Background: an optimization exercise with open tools, aiming at small area, a short achievable clock period and few clock cycles per item. Do not read the settings as production practice. Function was checked by simulation only, so behaviour that the tests miss may differ from the original.

File: design/flow/design.v
package mxhd_pkg;
  localparam int COORD_BITS_DEF = 6;
  localparam int TOTAL_BITS_DEF = 48;
  localparam int STEP_BITS      = 6;
  localparam int TREE_BITS      = 14;
  localparam int VOL_BITS       = 32;
  localparam int CFG_IDX_BITS   = 2;
  localparam int MUL_BITS       = 7;
  localparam logic [STEP_BITS-1:0] STEP_X_RST = STEP_BITS'(4);
  localparam logic [STEP_BITS-1:0] STEP_Y_RST = STEP_BITS'(4);
  localparam logic [CFG_IDX_BITS-1:0] CFG_STEP_X     = 2'd0;
  localparam logic [CFG_IDX_BITS-1:0] CFG_STEP_Y     = 2'd1;
  localparam logic [CFG_IDX_BITS-1:0] CFG_SINGLE_DIE = 2'd2;
endpackage
module mxhd_divider #(
  parameter int COORD_BITS = mxhd_pkg::COORD_BITS_DEF
) (
  input  logic [COORD_BITS-1:0]          dividend,
  input  logic [mxhd_pkg::STEP_BITS-1:0] divisor,
  input  logic [6:0]                     low_step,   
  input  logic                           big,        
  input  logic                           en,
  output logic [COORD_BITS-1:0]          quotient
);
  localparam int CB = COORD_BITS;
  localparam int SB = mxhd_pkg::STEP_BITS;
  function automatic logic [CB-1:0] div_const(input logic [CB-1:0] x, input int d);
    logic [CB-1:0] q;
    q = '0;
    for (int v = 0; v < (1 << CB); v++) begin
      if (x == CB'(v)) begin
        q = CB'(v / d);
      end
    end
    div_const = q;
  endfunction
  function automatic logic at_least(input logic [CB-1:0] x, input logic [CB-1:0] y);
    logic lt, eq;
    lt = 1'b0;
    eq = 1'b1;
    for (int i = CB - 1; i >= 0; i--) begin
      lt = lt || (eq && y[i] && !x[i]);
      eq = eq && (y[i] == x[i]);
    end
    at_least = !lt;
  endfunction
  logic [CB-1:0] qk [1:7];
  logic [7:1]    t;
  logic [2:0]    qbig;
  logic [CB-1:0] qs;
  always_comb begin
    qk[1] = dividend;
    qk[2] = dividend >> 1;
    qk[3] = div_const(dividend, 3);
    qk[4] = dividend >> 2;
    qk[5] = div_const(dividend, 5);
    qk[6] = div_const(dividend, 6);
    qk[7] = div_const(dividend, 7);
    for (int k = 1; k <= 7; k++) begin
      t[k] = at_least(qk[k], CB'(divisor));
    end
    qbig[2] = t[4];
    qbig[1] = (t[2] && !t[4]) || t[6];
    qbig[0] = (t[1] && !t[2]) || (t[3] && !t[4]) || (t[5] && !t[6]) || t[7];
    qs = {CB{big}} & CB'(qbig);
    for (int k = 1; k <= 7; k++) begin
      qs = qs | ({CB{low_step[k-1]}} & qk[k]);
    end
    quotient = en ? qs : '0;
  end
endmodule
module mxhd_sequencer #(
  parameter int COORD_BITS = mxhd_pkg::COORD_BITS_DEF
) (
  input  logic                  en,
  input  logic [COORD_BITS-1:0] s,
  input  logic [COORD_BITS-1:0] qs,
  input  logic [COORD_BITS-1:0] rs,
  input  logic [COORD_BITS-1:0] m,
  input  logic [COORD_BITS-1:0] qm,
  input  logic [COORD_BITS-1:0] rm,
  input  logic [COORD_BITS-1:0] d,
  input  logic [COORD_BITS-1:0] qd,
  input  logic [COORD_BITS-1:0] rd,
  output logic [COORD_BITS-1:0] hops,
  output logic [COORD_BITS-1:0] cr
);
  logic s_lo, s_hi;
  always_comb begin
    s_lo = (s < m);
    s_hi = (s > d);
    hops = en ? ((s_hi ? rs : rd) - (s_lo ? rs : rm)) : '0;
    cr   = en ? ((s_hi ? qs : qd) - (s_lo ? qs : qm)) : '0;
  end
endmodule
module mxhd_datapath #(
  parameter int TOTAL_BITS = mxhd_pkg::TOTAL_BITS_DEF
) (
  input  logic [mxhd_pkg::MUL_BITS-1:0]                       amount,
  input  logic [mxhd_pkg::VOL_BITS-1:0]                       volume,
  output logic [mxhd_pkg::MUL_BITS+mxhd_pkg::VOL_BITS-1:0]    prod_s,
  output logic [mxhd_pkg::MUL_BITS+mxhd_pkg::VOL_BITS-1:0]    prod_c,
  input  logic [TOTAL_BITS-1:0]                               total,
  input  logic [mxhd_pkg::MUL_BITS+mxhd_pkg::VOL_BITS-1:0]    add_s,
  input  logic [mxhd_pkg::MUL_BITS+mxhd_pkg::VOL_BITS-1:0]    add_c,
  output logic [TOTAL_BITS-1:0]                               result,
  output logic                                                ovf
);
  localparam int MB = mxhd_pkg::MUL_BITS;
  localparam int PB = mxhd_pkg::MUL_BITS + mxhd_pkg::VOL_BITS;
  localparam int SW = TOTAL_BITS + 1;
  function automatic logic [2*PB-1:0] csa(input logic [PB-1:0] a, input logic [PB-1:0] b,
                                          input logic [PB-1:0] c);
    logic [PB-1:0] s, y;
    s = a ^ b ^ c;
    y = {((a & b) | (a & c) | (b & c)), 1'b0};
    csa = {s, y};
  endfunction
  logic [PB-1:0] pp [MB];
  logic [PB-1:0] s1, c1, s2, c2, s3, c3, s4, c4;
  always_comb begin
    for (int i = 0; i < MB; i++) begin
      pp[i] = PB'({32{amount[i]}} & volume) << i;
    end
    {s1, c1} = csa(pp[0], pp[1], pp[2]);
    {s2, c2} = csa(pp[3], pp[4], pp[5]);
    {s3, c3} = csa(s1, c1, s2);
    {s4, c4} = csa(s3, c3, c2);
    {prod_s, prod_c} = csa(s4, c4, pp[6]);
  end
  logic [SW-1:0] ts, tc, sum;
  always_comb begin
    ts     = {1'b0, total} ^ SW'(add_s) ^ SW'(add_c);
    tc     = {(({1'b0, total} & SW'(add_s)) | ({1'b0, total} & SW'(add_c))
              | (SW'(add_s) & SW'(add_c))), 1'b0};
    sum    = ts + tc;
    ovf    = sum[TOTAL_BITS];
    result = sum[TOTAL_BITS-1:0] | {TOTAL_BITS{ovf}};
  end
endmodule
module mesh_xy_hop_and_die_crossing_counter #(
  parameter int COORD_BITS = mxhd_pkg::COORD_BITS_DEF,
  parameter int TOTAL_BITS = mxhd_pkg::TOTAL_BITS_DEF
) (
  input  logic                              clk,
  input  logic                              rst_n,
  input  logic                              in_valid,
  output logic                              in_stall,
  input  logic                              in_operation,
  input  logic [COORD_BITS-1:0]             in_src_x,
  input  logic [COORD_BITS-1:0]             in_src_y,
  input  logic [COORD_BITS-1:0]             in_dest_x,
  input  logic [COORD_BITS-1:0]             in_dest_y,
  input  logic [mxhd_pkg::VOL_BITS-1:0]     in_volume,
  input  logic                              in_last_dest,
  output logic                              out_valid,
  input  logic                              out_stall,
  output logic [TOTAL_BITS-1:0]             out_onchip_hops_total,
  output logic [TOTAL_BITS-1:0]             out_crossing_hops_total,
  output logic                              out_saturated,
  input  logic                              cfg_valid,
  output logic                              cfg_ready,
  input  logic [mxhd_pkg::CFG_IDX_BITS-1:0] cfg_index,
  input  logic [mxhd_pkg::STEP_BITS-1:0]    cfg_data
);
  localparam int CB = COORD_BITS;
  localparam int SB = mxhd_pkg::STEP_BITS;
  localparam int TB = mxhd_pkg::TREE_BITS;
  localparam int VB = mxhd_pkg::VOL_BITS;
  localparam int MB = mxhd_pkg::MUL_BITS;
  logic [SB-1:0] step_x_r, step_y_r;
  logic          single_die_r;
  assign cfg_ready = 1'b1;
  always_ff @(posedge clk) begin
    if (!rst_n) begin
      step_x_r     <= mxhd_pkg::STEP_X_RST;
      step_y_r     <= mxhd_pkg::STEP_Y_RST;
      single_die_r <= 1'b0;
    end else if (cfg_valid) begin
      case (cfg_index)
        mxhd_pkg::CFG_STEP_X:     step_x_r     <= cfg_data;
        mxhd_pkg::CFG_STEP_Y:     step_y_r     <= cfg_data;
        mxhd_pkg::CFG_SINGLE_DIE: single_die_r <= cfg_data[0];
        default: begin
        end
      endcase
    end
  end
  logic hold, adv;
  logic out_valid_r;
  logic r1_v, r1_more;
  assign hold     = out_valid_r && out_stall;
  assign adv      = !hold && !(r1_v && r1_more);
  assign in_stall = !adv;
  logic             en_x, en_y, big_x, big_y;
  logic [6:0]       small_x, small_y;
  logic [CB-1:0]    qsx_in, qdx_in, qsy_in, qdy_in;
  always_comb begin
    en_x  = (step_x_r != '0) && !(in_operation && single_die_r);
    en_y  = (step_y_r != '0) && !(in_operation && single_die_r);
    big_x = (step_x_r[SB-1:3] != '0);
    big_y = (step_y_r[SB-1:3] != '0);
    for (int k = 1; k <= 7; k++) begin
      small_x[k-1] = (step_x_r == SB'(k));
      small_y[k-1] = (step_y_r == SB'(k));
    end
  end
  mxhd_divider #(.COORD_BITS(CB)) u_dsx (
    .dividend(in_src_x), .divisor(step_x_r), .low_step(small_x), .big(big_x), .en(en_x), .quotient(qsx_in));
  mxhd_divider #(.COORD_BITS(CB)) u_ddx (
    .dividend(in_dest_x), .divisor(step_x_r), .low_step(small_x), .big(big_x), .en(en_x), .quotient(qdx_in));
  mxhd_divider #(.COORD_BITS(CB)) u_dsy (
    .dividend(in_src_y), .divisor(step_y_r), .low_step(small_y), .big(big_y), .en(en_y), .quotient(qsy_in));
  mxhd_divider #(.COORD_BITS(CB)) u_ddy (
    .dividend(in_dest_y), .divisor(step_y_r), .low_step(small_y), .big(big_y), .en(en_y), .quotient(qdy_in));
  logic          s0_v, s0_op, s0_last;
  logic [CB-1:0] s0_sx, s0_sy, s0_dx, s0_dy, s0_qsx, s0_qsy, s0_qdx, s0_qdy;
  logic [VB-1:0] s0_vol;
  always_ff @(posedge clk) begin
    if (!rst_n) begin
      s0_v <= 1'b0;
    end else if (adv) begin
      s0_v <= in_valid;
    end
  end
  always_ff @(posedge clk) begin
    if (adv) begin
      s0_op   <= in_operation;
      s0_last <= in_last_dest;
      s0_sx   <= in_src_x;
      s0_sy   <= in_src_y;
      s0_dx   <= in_dest_x;
      s0_dy   <= in_dest_y;
      s0_qsx  <= qsx_in;
      s0_qsy  <= qsy_in;
      s0_qdx  <= qdx_in;
      s0_qdy  <= qdy_in;
      s0_vol  <= in_volume;
    end
  end
  logic          in_run_r;
  logic [CB-1:0] first_x_r, qfirst_x_r, col_x_r, cmy_r, qcmy_r, py_r, qpy_r;
  logic          take_m, m_run, same_col, g_a, g_xy;
  logic [CB-1:0] mx, qmx, my, qmy;
  logic [CB-1:0] rsx, rsy, rdx, rdy, rmx, rmy, rcmy, rpy;
  assign take_m = adv && s0_v && s0_op;
  always_comb begin
    m_run    = s0_op && in_run_r;
    same_col = (s0_dx == col_x_r);
    mx  = m_run ? first_x_r  : s0_dx;
    qmx = m_run ? qfirst_x_r : s0_qdx;
    my  = (m_run && same_col) ? cmy_r  : s0_dy;
    qmy = (m_run && same_col) ? qcmy_r : s0_qdy;
    g_a  = m_run && !same_col;
    g_xy = !s0_op || s0_last;
    rsx  = s0_sx - s0_qsx;
    rsy  = s0_sy - s0_qsy;
    rdx  = s0_dx - s0_qdx;
    rdy  = s0_dy - s0_qdy;
    rmx  = mx - qmx;
    rmy  = my - qmy;
    rcmy = cmy_r - qcmy_r;
    rpy  = py_r - qpy_r;
  end
  always_ff @(posedge clk) begin
    if (!rst_n) begin
      in_run_r <= 1'b0;
    end else if (take_m) begin
      in_run_r <= !s0_last;
    end
  end
  always_ff @(posedge clk) begin
    if (take_m) begin
      first_x_r  <= mx;
      qfirst_x_r <= qmx;
      col_x_r    <= s0_dx;
      cmy_r      <= my;
      qcmy_r     <= qmy;
      py_r       <= s0_dy;
      qpy_r      <= s0_qdy;
    end
  end
  logic [CB-1:0] x_h, x_c, y_h, y_c, c_h, c_c;
  mxhd_sequencer #(.COORD_BITS(CB)) u_spx (
    .en(g_xy), .s(s0_sx), .qs(s0_qsx), .rs(rsx), .m(mx), .qm(qmx), .rm(rmx),
    .d(s0_dx), .qd(s0_qdx), .rd(rdx), .hops(x_h), .cr(x_c));
  mxhd_sequencer #(.COORD_BITS(CB)) u_spy (
    .en(g_xy), .s(s0_sy), .qs(s0_qsy), .rs(rsy), .m(my), .qm(qmy), .rm(rmy),
    .d(s0_dy), .qd(s0_qdy), .rd(rdy), .hops(y_h), .cr(y_c));
  mxhd_sequencer #(.COORD_BITS(CB)) u_spc (
    .en(g_a), .s(s0_sy), .qs(s0_qsy), .rs(rsy), .m(cmy_r), .qm(qcmy_r), .rm(rcmy),
    .d(py_r), .qd(qpy_r), .rd(rpy), .hops(c_h), .cr(c_c));
  logic          s1_v, s1_op, s1_last, s1_run;
  logic [CB-1:0] s1_xh, s1_xc, s1_yh, s1_yc, s1_ch, s1_cc;
  logic [VB-1:0] s1_vol;
  always_ff @(posedge clk) begin
    if (!rst_n) begin
      s1_v <= 1'b0;
    end else if (adv) begin
      s1_v <= s0_v;
    end
  end
  always_ff @(posedge clk) begin
    if (adv) begin
      s1_op   <= s0_op;
      s1_last <= s0_last;
      s1_run  <= m_run;
      s1_xh   <= x_h;
      s1_xc   <= x_c;
      s1_yh   <= y_h;
      s1_yc   <= y_c;
      s1_ch   <= c_h;
      s1_cc   <= c_c;
      s1_vol  <= s0_vol;
    end
  end
  logic [TB-1:0] tree_h_r, tree_c_r;
  logic [TB+1:0] sum_h, sum_c;
  logic [TB-1:0] tree_h_n, tree_c_n;
  logic          tree_ovf, s1_add;
  always_comb begin
    sum_h = (s1_run ? (TB + 2)'(tree_h_r) : (TB + 2)'(0))
          + (TB + 2)'(s1_xh) + (TB + 2)'(s1_yh) + (TB + 2)'(s1_ch);
    sum_c = (s1_run ? (TB + 2)'(tree_c_r) : (TB + 2)'(0))
          + (TB + 2)'(s1_xc) + (TB + 2)'(s1_yc) + (TB + 2)'(s1_cc);
    tree_h_n = sum_h[TB] ? {TB{1'b1}} : sum_h[TB-1:0];
    tree_c_n = sum_c[TB] ? {TB{1'b1}} : sum_c[TB-1:0];
    tree_ovf = s1_op && (sum_h[TB] || sum_c[TB]);
    s1_add   = !s1_op || s1_last;
  end
  always_ff @(posedge clk) begin
    if (adv && s1_v && s1_op) begin
      tree_h_r <= tree_h_n;
      tree_c_r <= tree_c_n;
    end
  end
  logic [VB-1:0] r1_vol;
  logic [TB-1:0] r1_on, r1_cr;
  logic          r1_ovf;
  logic [MB-1:0] pass_on, pass_cr;
  logic          big_on, big_cr;
  always_comb begin
    big_on  = (r1_on[TB-1:MB] != '0);
    big_cr  = (r1_cr[TB-1:MB] != '0);
    r1_more = big_on || big_cr;
    pass_on = big_on ? {MB{1'b1}} : r1_on[MB-1:0];
    pass_cr = big_cr ? {MB{1'b1}} : r1_cr[MB-1:0];
  end
  always_ff @(posedge clk) begin
    if (!rst_n) begin
      r1_v <= 1'b0;
    end else if (adv) begin
      r1_v <= s1_v;
    end
  end
  always_ff @(posedge clk) begin
    if (adv) begin
      r1_vol <= s1_vol;
      r1_on  <= s1_add ? tree_h_n : '0;
      r1_cr  <= s1_add ? tree_c_n : '0;
      r1_ovf <= tree_ovf;
    end else if (!hold) begin
      r1_on <= r1_on - TB'(pass_on);
      r1_cr <= r1_cr - TB'(pass_cr);
    end
  end
  localparam int PB = MB + VB;
  logic          p_v, p_final, p_ovf;
  logic [PB-1:0] ps_on, pc_on, ps_cr, pc_cr, p_on_s, p_on_c, p_cr_s, p_cr_c;
  logic [TOTAL_BITS-1:0] onchip_r, cross_r, onchip_n, cross_n;
  logic                  sat_r, ovf_on, ovf_cr;
  mxhd_datapath #(.TOTAL_BITS(TOTAL_BITS)) u_dp_on (
    .amount(pass_on), .volume(r1_vol), .prod_s(ps_on), .prod_c(pc_on),
    .total(onchip_r), .add_s(p_on_s), .add_c(p_on_c), .result(onchip_n), .ovf(ovf_on));
  mxhd_datapath #(.TOTAL_BITS(TOTAL_BITS)) u_dp_cr (
    .amount(pass_cr), .volume(r1_vol), .prod_s(ps_cr), .prod_c(pc_cr),
    .total(cross_r), .add_s(p_cr_s), .add_c(p_cr_c), .result(cross_n), .ovf(ovf_cr));
  always_ff @(posedge clk) begin
    if (!rst_n) begin
      p_v <= 1'b0;
    end else if (!hold) begin
      p_v <= r1_v;
    end
  end
  always_ff @(posedge clk) begin
    if (!hold) begin
      p_final <= !r1_more;
      p_ovf   <= r1_ovf;
      p_on_s  <= ps_on;
      p_on_c  <= pc_on;
      p_cr_s  <= ps_cr;
      p_cr_c  <= pc_cr;
    end
  end
  always_ff @(posedge clk) begin
    if (!rst_n) begin
      onchip_r    <= '0;
      cross_r     <= '0;
      sat_r       <= 1'b0;
      out_valid_r <= 1'b0;
    end else if (!hold) begin
      out_valid_r <= p_v && p_final;
      if (p_v) begin
        onchip_r <= onchip_n;
        cross_r  <= cross_n;
        if (ovf_on || ovf_cr || p_ovf) begin
          sat_r <= 1'b1;
        end
      end
    end
  end
  assign out_valid               = out_valid_r;
  assign out_onchip_hops_total   = onchip_r;
  assign out_crossing_hops_total = cross_r;
  assign out_saturated           = sat_r;
endmodule
File: design/flow/run.sh
#!/bin/bash
# synth_recipe.tcl (not shown) runs the flow's synth.tcl, then flattens the netlist and writes it again
# the make line also repeats each setting of config.mk as NAME=value (left out here)
make -C /OpenROAD-flow-scripts/flow DESIGN_CONFIG=/design/flow/config.mk WORK_HOME=/design/flow/orfs CLKGATE_MAP_FILE= SYNTH_SCRIPT=/design/flow/synth_recipe.tcl finish
File: design/flow/config.mk
export PLATFORM = sky130hd
export DESIGN_NAME = mesh_xy_hop_and_die_crossing_counter
export DESIGN_NICKNAME = mesh_xy_hop_and_die_crossing_counter
export VERILOG_FILES = /design/flow/design.v
export SDC_FILE = /design/flow/constraint.sdc
export NUM_CORES = 4
export LEC_CHECK = 0
export CAP_MARGIN = 20
export CORE_MARGIN = 2
export CORE_UTILIZATION = 40
export SETUP_SLACK_MARGIN = 3.5
export SLEW_MARGIN = 20
File: design/flow/constraint.sdc
create_clock -name core_clock -period 8.0 [get_ports {clk}]
set_input_delay 1.6000 -clock core_clock [delete_from_list [all_inputs] [get_ports {clk}]]
set_output_delay 1.6000 -clock core_clock [all_outputs]
set_load 0.01 [all_outputs]
==> flow_metrics.py, run 1 <==
metrics = {
    "timing": {
        "fmax_mhz": 224,
        "worst_slack_ns": 3.54,
        "drv_slew": 0,
        "fin_worst_skew_ns": 0.0261,
        "rsz0062_at_grt": "true",
        "post-route-min-period_ns": 4.46,
        "hold_viol": 0,
        "finalCritPeriodShare": 0.558,
        "setup_viol": 0,
        "slew_headroom": 0.259,
        "setup-tns-final_ns": 0,
        "worstMarginPinSlew_ns": 1.11,
    },
    "worst_hold_path": {
        "min-delay-start": "r1_ovf$_DFFE_PP_",
        "min_path_cells": 0,
        "min_to": "p_ovf$_DFFE_PN_",
        "hold_path_class": "register to register",
    },
    "yosys": {
        "yosysUniqueCellTypes": 94,
        "syn-num-nets": 5296,
        "ys_seq_area_frac": 0.335,
        "synth_compound_area_frac": 0.148,
        "synth-seq-cells": 546,
        "synthAdderAreaFrac": 0.256,
        "synth.top_cell.area_share": 0.284,
        "yosys_warnings": 6,
        "syn_inst": 4574,
        "netlist_area_mm2": 0.0454,
        "synth_ff_type": "edfxtp_1",
        "synthMostInstantiatedCell": "nor2b_1",
        "syn_avg_cell_area_um2": 9.93,
        "synthMuxAreaShare": 0.0113,
        "ys_async_sr_fraction": 0,
        "synth_edf_count": 430,
        "synth_common_cells": "491 x nor2b_1, 450 x inv_1, 430 x edfxtp_1",
        "synth-xor-area-share": 0.0352,
        "synth_area_leaders": "edfxtp_1 28%, fa_1 18%, nor2b_1 6.8%",
        "synth-simple-area-share": 0.154,
        "synth_top_area_cell": "edfxtp_1",
        "synth_top_family_by_area": "adder cells",
    },
    "placement": {
        "dp.cells": 6040,
        "post-place-ws_ns": 2.56,
        "hpwl_um": 86500,
        "gp_congestion": 0.891,
        "io_buffers": 169,
    },
    "worst_setup_path": {
        "end_kind": "output port",
        "worstReg2RegEnd": "s1_yh[5]$_SDFFCE_PN0P_",
        "start_kind": "register",
        "critPathMaxFanout": 22,
        "crit_type": "register to output port",
        "arrival_ns": 2.86,
        "rr_worst_depth": 20,
        "rrSetupSlack_ns": 3.57,
        "timing.rr.start": "s0_dx[2]$_DFFE_PP_",
        "required_ns": 6.40,
    },
    "detailed_routing": {
        "num_vias": 33838,
        "drt_iter0_markers": 2760,
        "ant_nets": 0,
        "totalWireLength_um": 120000,
        "avgViaCountPerCell": 5.46,
        "wl_per_cell_um": 19.4,
        "first_pass_iters": 8,
        "post-route-drc-count": 0,
    },
    "global_routing": {
        "grt_max_degree": 130,
        "antenna_found_initial": 0,
        "grt.total_usage": 0.207,
        "grt_pass1_wl_um": 192000,
        "use_met3": 0.0296,
        "grt_overflow": 0,
        "grt_pass1_vias": 33534,
        "met2_usage": 0.328,
        "busiest_layer": "met2",
        "grtUsageMet1": 0.297,
    },
    "floorplan": {
        "core_mm2": 0.113,
        "start_util": 0.403,
        "die_w_um": 341,
        "fp-row-count": 123,
        "die_height_um": 341,
        "dieArea_mm2": 0.116,
        "pin_count": 171,
    },
    "clock_network": {
        "htree_levels": 3,
        "tritoncts": "built",
        "clk_latency_ns": 0.64,
        "clock_path_buffers": 3,
        "clock-sinks": 546,
        "cts_buffers": 68,
        "cts_hold_buffers": 0,
        "path_clk_slew_ns": 0.07,
        "cts_root_buffer": "clkbuf_16",
    },
    "layout": {
        "instances_no_fill": 6194,
        "register_area_mm2": 0.0152,
        "nets": 5361,
        "fillers": 10724,
        "drive_above_1_share": 0.0616,
        "final_util": 0.454,
        "multiInputGateArea_mm2": 0.0277,
        "area.growth.synth_to_final_pct": 12.6,
    },
    "flow_run": {
        "cap_violations": 0,
    },
    "run_status": {
        "status": "timing/DRC/antenna clean",
    },
}
-- cell usage in the layout (no fill, tap or decap), types with 90 or more instances in the layout --
| cell | n |
|---|---|
| nand2_1 | 249 |
| ha_1 | 241 |
| nor2b_1 | 491 |
| edfxtp_1 | 430 |
| inv_1 | 448 |
| dfxtp_1 | 116 |
| nor2_1 | 242 |
| xor2_1 | 90 |
| fa_1 | 410 |
| a21oi_1 | 275 |
| clkdlybuf4s50_1 | 159 |
| o21ai_0 | 268 |
| xnor2_1 | 90 |
-- logic make-up (layout without fill, tap and decap cells) --
group,count (synthesis),in the layout
adder cells (fa/ha/maj),691,691
AO/OA/AOI/OAI,1053,1053
XOR/XNOR,181,181
AND/OR/NAND/NOR,1339,1341
buffers and inverters,714,831
other,1,2
flip-flops,546,546
multiplexers,49,49
-- flip-flops by register name, indices dropped and copies added (netlist names), 14 cells and up --
name	count
r1_on	14
tree_h_r	14
p_on_c	34
s1_vol	32
r1_cr	14
p_cr_c	34
onchip_r	48
r1_vol	32
tree_c_r	14
cross_r	48
p_cr_s	38
p_on_s	38
s0_vol	32
-- critical path, cell delays in order (launching register included) --
cell      delay (ns)
edfxtp_1        0.43
nor3_1          0.28
nand2b_1        0.17
or4_4           0.59
buf_4           0.18
o21ai_1         0.11
nand2_1         0.10
buf_8           0.20
clkbuf_2        0.17
-- metrics by stage --
stage,hold slack [ns],cell area [um2]
6_report,0.406,51200
5_1_grt,0.415,51100
4_1_cts,0.412,50800
3_5_place_dp,0.405,48500
3_3_place_gp,0.401,48500
2_1_floorplan,0.400,45500
-- worst max-delay path by stage --
| stage | from | to | slack (ns) | cells past startpoint |
|---|---|---|---|---|
| after floorplan | s0_dx[1]$_DFFE_PP_ | s1_yc[5]$_SDFFCE_PN0P_ | 3.53 | 25 |
| after global placement | out_stall | in_stall | 2.57 | 6 |
| after detailed placement | out_stall | in_stall | 2.56 | 6 |
| after CTS | out_stall | in_stall | 3.32 | 6 |
| after global routing | s0_dx[0]$_DFFE_PP_ | s1_yh[5]$_SDFFCE_PN0P_ | 3.32 | 20 |
| final | r1_cr[8]$_DFFE_PP_ | in_stall | 3.54 | 8 |
-- routing by layer --
metal | up-vias | wire [um]
met5 | - | 0
li1 | 15988 | -
met4 | 0 | 2910
met3 | 176 | 6360
met1 | 16749 | 55900
met2 | 925 | 55000
-- timing repair --
item / 4_1_cts / 5_1_grt
setup buffers: 7 / 19
gates cloned: 1 / 2
resized for setup: 22 / 64
pin swaps: 2 / 6
endpoints found under the setup margin: 252 / 167
-- area by class of cell --
type,instances,share of cell area
Tap cell,1500,0.0367
Clock buffer,84,0.0367
Multi-Input combinational cell,3316,0.541
Clock inverter,40,0.00736
Timing Repair Buffer,246,0.0466
Inverter,461,0.0340
Sequential cell,546,0.298
Antenna cell,1,0.0000489
Testbench counts, summed over its fixed seeds: cycles 4,152, items 4,024.
==> inputs of run 2 (changes only) <==
--- a/design/flow/design.v
+++ b/design/flow/design.v
@@ -136,5 +136,5 @@
     sum    = ts + tc;
     ovf    = sum[TOTAL_BITS];
-    result = sum[TOTAL_BITS-1:0] | {TOTAL_BITS{ovf}};
+    result = sum[TOTAL_BITS-1:0];
   end
 endmodule
@@ -369,5 +369,5 @@
   logic [PB-1:0] ps_on, pc_on, ps_cr, pc_cr, p_on_s, p_on_c, p_cr_s, p_cr_c;
   logic [TOTAL_BITS-1:0] onchip_r, cross_r, onchip_n, cross_n;
-  logic                  sat_r, ovf_on, ovf_cr;
+  logic                  sat_r, ovf_on, ovf_cr, full_on_r, full_cr_r;
   mxhd_datapath #(.TOTAL_BITS(TOTAL_BITS)) u_dp_on (
     .amount(pass_on), .volume(r1_vol), .prod_s(ps_on), .prod_c(pc_on),
@@ -398,4 +398,6 @@
       cross_r     <= '0;
       sat_r       <= 1'b0;
+      full_on_r   <= 1'b0;
+      full_cr_r   <= 1'b0;
       out_valid_r <= 1'b0;
     end else if (!hold) begin
@@ -404,4 +406,10 @@
         onchip_r <= onchip_n;
         cross_r  <= cross_n;
+        if (ovf_on) begin
+          full_on_r <= 1'b1;
+        end
+        if (ovf_cr) begin
+          full_cr_r <= 1'b1;
+        end
         if (ovf_on || ovf_cr || p_ovf) begin
           sat_r <= 1'b1;
@@ -411,6 +419,6 @@
   end
   assign out_valid               = out_valid_r;
-  assign out_onchip_hops_total   = onchip_r;
-  assign out_crossing_hops_total = cross_r;
+  assign out_onchip_hops_total   = onchip_r | {TOTAL_BITS{full_on_r}};
+  assign out_crossing_hops_total = cross_r | {TOTAL_BITS{full_cr_r}};
   assign out_saturated           = sat_r;
 endmodule
--- a/design/flow/config.mk
+++ b/design/flow/config.mk
@@ -9,4 +9,4 @@
 export CORE_MARGIN = 2
 export CORE_UTILIZATION = 40
-export SETUP_SLACK_MARGIN = 3.5
+export SETUP_SLACK_MARGIN = 4.5
 export SLEW_MARGIN = 20
==> run 2 against run 1 <==
  * Wire length is 19% higher
  * Worst hold slack better by 0.0084 ns
  * Design area is 17% higher
  * Setup slack worse by 0.018 ns
  * Largest cell class unchanged
  * Still clean on timing, DRC and antenna
  * Global-route usage is 2.8 points higher
==> flow_metrics.py, run 2 <==
metrics = {
    "clock_network": {
        "clk_latency_ns": 0.65,
        "tritoncts": "built",
        "cts_buffers": 71,
        "htree_levels": 3,
        "clock-sinks": 548,
        "clock_path_buffers": 3,
        "path_clk_slew_ns": 0.06,
        "cts_root_buffer": "clkbuf_16",
        "cts_hold_buffers": 0,
    },
    "worst_setup_path": {
        "rrSetupSlack_ns": 3.52,
        "worstReg2RegEnd": "p_on_s[24]$_DFFE_PN_",
        "timing.rr.start": "r1_on[10]$_DFFE_PP_",
        "rr_worst_depth": 15,
        "start_kind": "register",
        "cp-startpoint": "r1_on[10]$_DFFE_PP_",
        "cp-endpoint": "p_on_s[24]$_DFFE_PN_",
        "critPathMaxFanout": 4,
        "crit_type": "register to register",
        "arrival_ns": 4.88,
        "required_ns": 8.39,
        "end_kind": "register",
    },
    "yosys": {
        "synthMostInstantiatedCell": "nor2b_1",
        "netlist_area_mm2": 0.0462,
        "synth.top_cell.area_share": 0.279,
        "synth_edf_count": 430,
        "synth_common_cells": "496 x nor2b_1, 454 x inv_1, 430 x edfxtp_1",
        "synth_area_leaders": "edfxtp_1 28%, fa_1 18%, nor2b_1 6.7%",
        "yosysUniqueCellTypes": 92,
        "ys_seq_area_frac": 0.330,
        "syn_inst": 4713,
        "synth_ff_type": "edfxtp_1",
        "synth-seq-cells": 548,
        "syn_avg_cell_area_um2": 9.81,
        "synth_top_area_cell": "edfxtp_1",
        "yosys_warnings": 6,
        "ys_async_sr_fraction": 0,
        "syn-num-nets": 5435,
    },
    "timing": {
        "fmax_mhz": 223,
        "setup-tns-final_ns": 0,
        "rsz0062_at_grt": "true",
        "worst_slack_ns": 3.52,
        "drv_slew": 0,
        "post-route-min-period_ns": 4.48,
        "setup_viol": 0,
        "fin_worst_skew_ns": 0.0393,
        "finalCritPeriodShare": 0.560,
        "worstMarginPinSlew_ns": 0.935,
        "slew_headroom": 0.377,
        "hold_viol": 0,
    },
    "detailed_routing": {
        "avgViaCountPerCell": 5.51,
        "post-route-drc-count": 0,
        "num_vias": 37064,
        "drt_iter0_markers": 3081,
        "wl_per_cell_um": 21.2,
        "ant_nets": 0,
        "totalWireLength_um": 143000,
        "first_pass_iters": 7,
    },
    "global_routing": {
        "grt_overflow": 0,
        "grt_pass1_wl_um": 215000,
        "grt_pass1_vias": 37102,
        "grt.total_usage": 0.235,
        "grt_max_degree": 101,
        "antenna_found_initial": 8,
    },
    "layout": {
        "final_cell_mix": "430 x edfxtp_1, 404 x nor2b_1, 381 x inv_1, 324 x fa_1, 285 x nand2_1",
        "nets": 5881,
        "final_common_cell": "edfxtp_1",
        "final_util": 0.524,
        "reg.largest.list": "cross_r x48, onchip_r x48",
        "area.growth.synth_to_final_pct": 29.8,
        "instances_no_fill": 6730,
        "drive_above_1_share": 0.259,
    },
    "floorplan": {
        "start_util": 0.404,
        "dieArea_mm2": 0.118,
        "pin_count": 171,
        "die_w_um": 344,
        "fp-row-count": 124,
        "die_height_um": 344,
        "core_mm2": 0.115,
    },
    "placement": {
        "dp.cells": 6178,
        "gp_congestion": 0.893,
        "hpwl_um": 88000,
        "io_buffers": 169,
        "post-place-ws_ns": 2.54,
    },
    "flow_run": {
        "cap_violations": 0,
    },
    "worst_hold_path": {
        "hold_path_class": "register to register",
    },
    "run_status": {
        "status": "timing/DRC/antenna clean",
    },
}
[run 2: cell families (layout without fill, tap and decap cells)]
family          after synthesis  in the layout  share of synthesized area
simple gates               1522           1530                      0.175
compound gates             1010           1013                      0.140
fa+ha+maj                   686            686                      0.250
buf+inv                     723           1216                     0.0599
mux                          56             56                     0.0126
other cells                   1              2                  0.0000811
flops                       548            548                      0.330
xor+xnor                    167            167                     0.0316
[run 2: worst max-delay path: stages (launching register included)]
cell and delay [ns]:
edfxtp_1 0.38, or4_4 0.55, or4_4 0.47, buf_12 0.17, nor2_4 0.11, buf_6 0.13
buf_8 0.13, buf_16 0.12, buf_12 0.12, nor2b_4 0.04, fa_1 0.52, inv_1 0.05
fa_1 0.47, inv_1 0.05, fa_1 0.50, fa_2 0.42
[run 2: worst min-delay path by stage]
stage	startpoint	endpoint	slack (ns)	depth (start not counted)
3_5_place_dp	s1_vol[7]$_DFFE_PP_	r1_vol[7]$_DFFE_PP_	0.40	0
2_1_floorplan	r1_ovf$_DFFE_PP_	p_ovf$_DFFE_PN_	0.40	0
3_3_place_gp	s0_vol[27]$_DFFE_PP_	s1_vol[27]$_DFFE_PP_	0.40	0
5_1_grt	s1_vol[7]$_DFFE_PP_	r1_vol[7]$_DFFE_PP_	0.42	0
4_1_cts	s1_vol[20]$_DFFE_PP_	r1_vol[20]$_DFFE_PP_	0.41	0
6_report	s1_vol[20]$_DFFE_PP_	r1_vol[20]$_DFFE_PP_	0.41	0
[run 2: timing repair]
item / in CTS / in global routing
endpoints found under the setup margin: 685 / 439
hold endpoints to repair: 0 / 0
buffers inserted: 263 / 105
pin swaps: 222 / 281
gates resized for setup: 750 / 469
gates cloned: 41 / 11
[run 2: layer usage]
layer | up-vias | GRT usage | share of wire
met5 | - | 0 | 0.00019
met4 | 4 | 0.0768 | 0.038
met3 | 304 | 0.0334 | 0.061
met2 | 1270 | 0.403 | 0.49
met1 | 18450 | 0.305 | 0.41
li1 | 17036 | - | -
[run 2: cell type report]
class                      instances  area (um2)
fill                           10074       54500
multi-input combinational       3453       31400
sequential                       548       15300
timing repair buffer             623        7110
clock buffer                     101        2110
tap                             1512        1890
inverter                         461        1790
clock inverter                    30         373
timing repair inverter             1        6.26
antenna                            1        2.50
[run 2: through the flow]
step | hold slack, ns | instance area [um2]
3_5_place_dp | 0.405 | 49400
3_3_place_gp | 0.401 | 49400
5_1_grt | 0.419 | 60000
2_1_floorplan | 0.400 | 46700
4_1_cts | 0.415 | 57300
6_report | 0.415 | 60000
Testbench counts of run 2, summed over its fixed seeds: cycles 4,152, items 4,024.

-- re-timing with driven ports --
No port has a modelled driver above. Below, the same layouts with a new extraction and two added sets of constraints. Step 1 (the two cells are an assumption about what drives the block):
set clk [get_ports {clk}]
set_driving_cell -lib_cell sky130_fd_sc_hd__clkbuf_16 $clk
set_driving_cell -lib_cell sky130_fd_sc_hd__buf_2 [delete_from_list [all_inputs] $clk]
Step 2 also shifts input and output timing later by t, the mid clock arrival at the registers, as if the neighbouring blocks saw the same clock. Three values: ideal, step 1, step 2; two values: the first two.
run | t, ns | slack for setup (ns) | worst slew at a driven data input, ns
run 1 | 0.697 | 3.536 / 3.464 / 3.053 | 0.06
run 2 | 0.704 | 3.518 / 3.507 / 3.518 | 0.14
After both steps every run listed still meets setup and hold. The setup slack of run 1, which loses most, moves by -0.072 ns with the drivers and by -0.483 ns with both steps.
